This design comes from an exercise in tuning for small area, a short achievable clock period and few clock cycles per item on the open sky130 flow, not from production work.
RTL that was checked went through simulation tests only; none was proved equivalent to the original.
Power and IR drop assume default switching activity.

job 5808:
// rgb565_hsl_color_classifier
module rgb565_hsl_color_classifier (
  input  logic        clk,
  input  logic        rst_n,
  input  logic        start,
  output logic        busy,
  input  logic [15:0] in_pixel,
  output logic        out_valid,
  output logic [7:0]  out_hue,
  output logic [7:0]  out_lightness,
  output logic [7:0]  out_saturation,
  output logic        out_match,
  input  logic        cfg_we,
  input  logic [2:0]  cfg_index,
  input  logic [15:0] cfg_data
);
For scale: roughly 2200 cells after synthesis.
Settings: LEC_CHECK=0, ABC_AREA=1, CAP_MARGIN=20, CORE_MARGIN=2, CORE_UTILIZATION=40, CTS_CLUSTER_DIAMETER=80, CTS_CLUSTER_SIZE=28, PLACE_DENSITY=0.6, SETUP_SLACK_MARGIN=3.5, SLEW_MARGIN=20; clock period 6.0 ns.
run.sh (not shown) runs the stock make flow with config.mk's settings and CLKGATE_MAP_FILE= SYNTH_SCRIPT=/design/flow/synth_recipe.tcl, a recipe that flattens the netlist after the stock synthesis.
Job 5808 | status: complete | timing, DRC, antenna: pass
Testbench counts of job 5808, summed over its fixed seeds: cycles 24,096, pixels 24,000.
Here is what was changed in the inputs of job 7216 compared with job 5808.
diff --git a/flow/config.mk b/flow/config.mk
--- a/flow/config.mk
+++ b/flow/config.mk
@@ -12,2 +12,2 @@
-export CTS_CLUSTER_DIAMETER = 80
-export CTS_CLUSTER_SIZE = 28
+export CTS_CLUSTER_DIAMETER = 85
+export CTS_CLUSTER_SIZE = 32
@@ -15 +15 @@
-export SETUP_SLACK_MARGIN = 3.5
+export SETUP_SLACK_MARGIN = 3.7
Notes after the runs:
- Number of global-route vias before repair delta (job 7216 -> job 5808): insignificant
- Sequential fraction of total cell area: job 5808 vs job 7216 — no meaningful difference
- When job 7216 is measured against job 5808, its multi-input combinational area share turns out 0.29 points higher.
- Across both runs, clock power share was lower for job 7216 than for job 5808.
- Post-CTS setup repair buffer count (higher): job 7216
--- input diff job 7216..job 9673 ---
==> flow/flow/run.sh (new file) <==
#!/bin/bash
set -euo pipefail
bash standard.sh "BUFFER_PORTS_ARGS=-buffer_cell sky130_fd_sc_hd__buf_2" RECOVER_POWER=50 finish > flow_make.log 2>&1
==> flow/standard.sh (new file) <==
#!/bin/bash
# synth_recipe.tcl (not shown) runs the flow's synth.tcl, then flattens the netlist and writes it again
# the make line also repeats each setting of config.mk as NAME=value (left out here)
make -C /OpenROAD-flow-scripts/flow DESIGN_CONFIG=/design/flow/config.mk WORK_HOME=/design/flow/orfs CLKGATE_MAP_FILE= SYNTH_SCRIPT=/design/flow/synth_recipe.tcl "${@:-finish}"
diff --git a/flow/config.mk b/flow/config.mk
--- a/flow/config.mk
+++ b/flow/config.mk
@@ -12,2 +12,2 @@
-export CTS_CLUSTER_DIAMETER = 85
-export CTS_CLUSTER_SIZE = 32
+export CTS_CLUSTER_DIAMETER = 80
+export CTS_CLUSTER_SIZE = 28
removed: flow/run.sh
## What came out
- Final checks on job 9673, whose flow otherwise completed, came back failing, citing max-capacitance violations, max-slew violations.
- Between job 7216 and job 9673, the number of cells after detailed placement does not differ in any meaningful way.
- Job 9673 against job 7216; number of clock buffer instances in the layout is up by a few percent.
- Job 7216 and job 9673 ended up with roughly the same global-route usage.
- Final clock period utilization by the worst path in job 9673 is 18 points higher than in job 7216

* * *

Another version of the RTL of rgb565_hsl_color_classifier (not shown whole).
For scale: roughly 1900 cells after synthesis, roughly 470 flip-flops, about 0.019 mm2 of cells after synthesis.
Design rgb565_hsl_color_classifier, start of the top module:
module rgb565_hsl_color_classifier (
  input  logic        clk,
  input  logic        rst_n,
  input  logic        start,
  output logic        busy,
  input  logic [15:0] in_pixel,
  output logic        out_valid,
  output logic [7:0]  out_hue,
  output logic [7:0]  out_lightness,
  output logic [7:0]  out_saturation,
  output logic        out_match,
  input  logic        cfg_we,
  input  logic [2:0]  cfg_index,
  input  logic [15:0] cfg_data
);
export LEC_CHECK = 0
export CAP_MARGIN = 20
export CORE_MARGIN = 2
export CORE_UTILIZATION = 40
export CTS_CLUSTER_DIAMETER = 70
export CTS_CLUSTER_SIZE = 25
export PLACE_DENSITY = 0.6
export SETUP_SLACK_MARGIN = 3.5
export SLEW_MARGIN = 20
create_clock -name core_clock -period 6.0 [get_ports {clk}]
Stock flow here: none of the scripts above is used.
The baseline went through all stages and came out clean.
Change:
- CTS_CLUSTER_DIAMETER: 70 -> 80
- CTS_CLUSTER_SIZE: 25 -> 28
- SETUP_SLACK_MARGIN: 3.5 -> 3.9
The new run completed with no timing, DRC or antenna violations.
Flip-flop and latch count stays the same.
Utilization goes up by 3.0 points.
Synthesized cell count does not change.
Routed wire length came out higher by 8.2%.
No functional check of the RTL was part of any run of this note.

* * *

rgb565_hsl_color_classifier again, from the RTL that the note above started with.
==> flow/config.mk <==
export PLATFORM = sky130hd
export DESIGN_NAME = rgb565_hsl_color_classifier
export DESIGN_NICKNAME = rgb565_hsl_color_classifier
export VERILOG_FILES = /design/flow/design.v
export SDC_FILE = /design/flow/constraint.sdc
export NUM_CORES = 4
export LEC_CHECK = 0
export CAP_MARGIN = 20
export CORE_MARGIN = 2
export CORE_UTILIZATION = 40
export PLACE_DENSITY = 0.6
export SETUP_SLACK_MARGIN = 3.5
export SLEW_MARGIN = 20
==> flow/constraint.sdc <==
create_clock -name core_clock -period 6.0 [get_ports {clk}]
set_input_delay 1.2000 -clock core_clock [delete_from_list [all_inputs] [get_ports {clk}]]
set_output_delay 1.2000 -clock core_clock [all_outputs]
set_load 0.01 [all_outputs]
Edit:
- CTS_CLUSTER_DIAMETER: default -> 90
- CTS_CLUSTER_SIZE: default -> 32
After rerunning: The changed run completed without violations; clock skew rose by 6.7 ps; fmax rose by 1.3%; design area fell by 4.9%.
Function was not checked in any run of this note: the RTL went through the layout flow alone.

* * *

rgb565_hsl_color_classifier with an RTL version that a note above also has.
Size in the first run: about 2000 cells after synthesis, roughly 66 I/O pins.
export LEC_CHECK = 0
export CAP_MARGIN = 20
export CORE_MARGIN = 2
export CORE_UTILIZATION = 40
export CTS_CLUSTER_DIAMETER = 80
export CTS_CLUSTER_SIZE = 28
export PLACE_DENSITY = 0.6
export SETUP_SLACK_MARGIN = 3.9
export SLEW_MARGIN = 20
create_clock -name core_clock -period 6.0 [get_ports {clk}]
The first run produced a clean layout.
Testbench counts at the start, summed over its fixed seeds: cycles 24,096, pixels 24,000.
Then changed:
--- a/flow/config.mk
+++ b/flow/config.mk
@@ -7,9 +7,10 @@
 export LEC_CHECK = 0
+export ABC_AREA = 1
 export CAP_MARGIN = 20
 export CORE_MARGIN = 2
-export CORE_UTILIZATION = 40
+export CORE_UTILIZATION = 60
 export CTS_CLUSTER_DIAMETER = 80
 export CTS_CLUSTER_SIZE = 28
-export PLACE_DENSITY = 0.6
-export SETUP_SLACK_MARGIN = 3.9
+export PLACE_DENSITY = 0.8
+export SETUP_SLACK_MARGIN = 3.7
 export SLEW_MARGIN = 20
Result: Critical path depth grows by 8; clock skew grows by 0.0037 ns; count of clock-buffer cells in the layout shrinks by 2; synthesized cell count grows by 10%; flip-flop and latch count does not change; setup slack gets worse by 0.017 ns; design area shrinks by 8.2%; wire length shrinks by 4.1%.
Then changed:
--- a/flow/config.mk
+++ b/flow/config.mk
@@ -7,9 +7,8 @@
 export LEC_CHECK = 0
-export ABC_AREA = 1
 export CAP_MARGIN = 20
 export CORE_MARGIN = 2
-export CORE_UTILIZATION = 60
+export CORE_UTILIZATION = 40
 export CTS_CLUSTER_DIAMETER = 80
 export CTS_CLUSTER_SIZE = 28
-export PLACE_DENSITY = 0.8
+export PLACE_DENSITY = 0.6
 export SETUP_SLACK_MARGIN = 3.7
Setup slack stays flat.
Worst hold slack gets worse by 0.015 ns.
Sequential share of layout area went down by 1.0 points.
Register-to-register slack is worse by 0.08 ns.

==> re-timing with driven ports <==
In the flow no input, the clock included, has a driving cell. The finished layouts below were timed again as built, in two steps.
Step 1 (the two cells are an assumption about what drives the block):
set clk [get_ports {clk}]
set_driving_cell -lib_cell sky130_fd_sc_hd__clkbuf_16 $clk
set_driving_cell -lib_cell sky130_fd_sc_hd__buf_2 [delete_from_list [all_inputs] $clk]
Step 2 times the ports against the registers' clock, not the clock port: input delays grow and output delays shrink by t, the midpoint of the rising clock arrivals with the driver on.
Three values: ideal, step 1, step 2; two values: the first two.
run | shift t [ns] | slack for setup (ns) | worst setup path at the end | slew at the worst register clock pin (ns)
job 5808 | 0.617 | 3.579 / 3.566 / 3.094 | input to register | 0.10 / 0.10
job 7216 | 0.611 | 3.762 / 3.708 / 3.171 | input to register | 0.12 / 0.12
job 9673 | 0.629 | 2.663 / 2.674 / 2.045 | input to register | 0.10 / 0.10
the first run of note 2 | 0.632 | 3.583 / 3.522 / 3.004 | input to register | 0.09 / 0.09
the second run of note 2 | 0.619 | 3.664 / 3.664 / 3.384 | input to register | 0.10 / 0.10
the first run of note 3 | 0.631 | 3.560 / 3.503 / 3.004 | input to register | 0.06 / 0.06
the second run of note 3 | 0.599 | 3.590 / 3.547 / 3.015 | input to register | 0.12 / 0.12
the first run of note 4 | 0.629 | 3.746 / 3.690 / 3.426 | input to register | 0.10 / 0.10
the second run of note 4 | 0.595 | 3.729 / 3.708 / 3.154 | input to register | 0.11 / 0.11
the third run of note 4 | 0.621 | 3.727 / 3.687 / 3.174 | input to register | 0.11 / 0.11
For job 9673, which loses most, drivers alone change the setup slack by +0.011 ns; drivers and shift together by -0.618 ns.
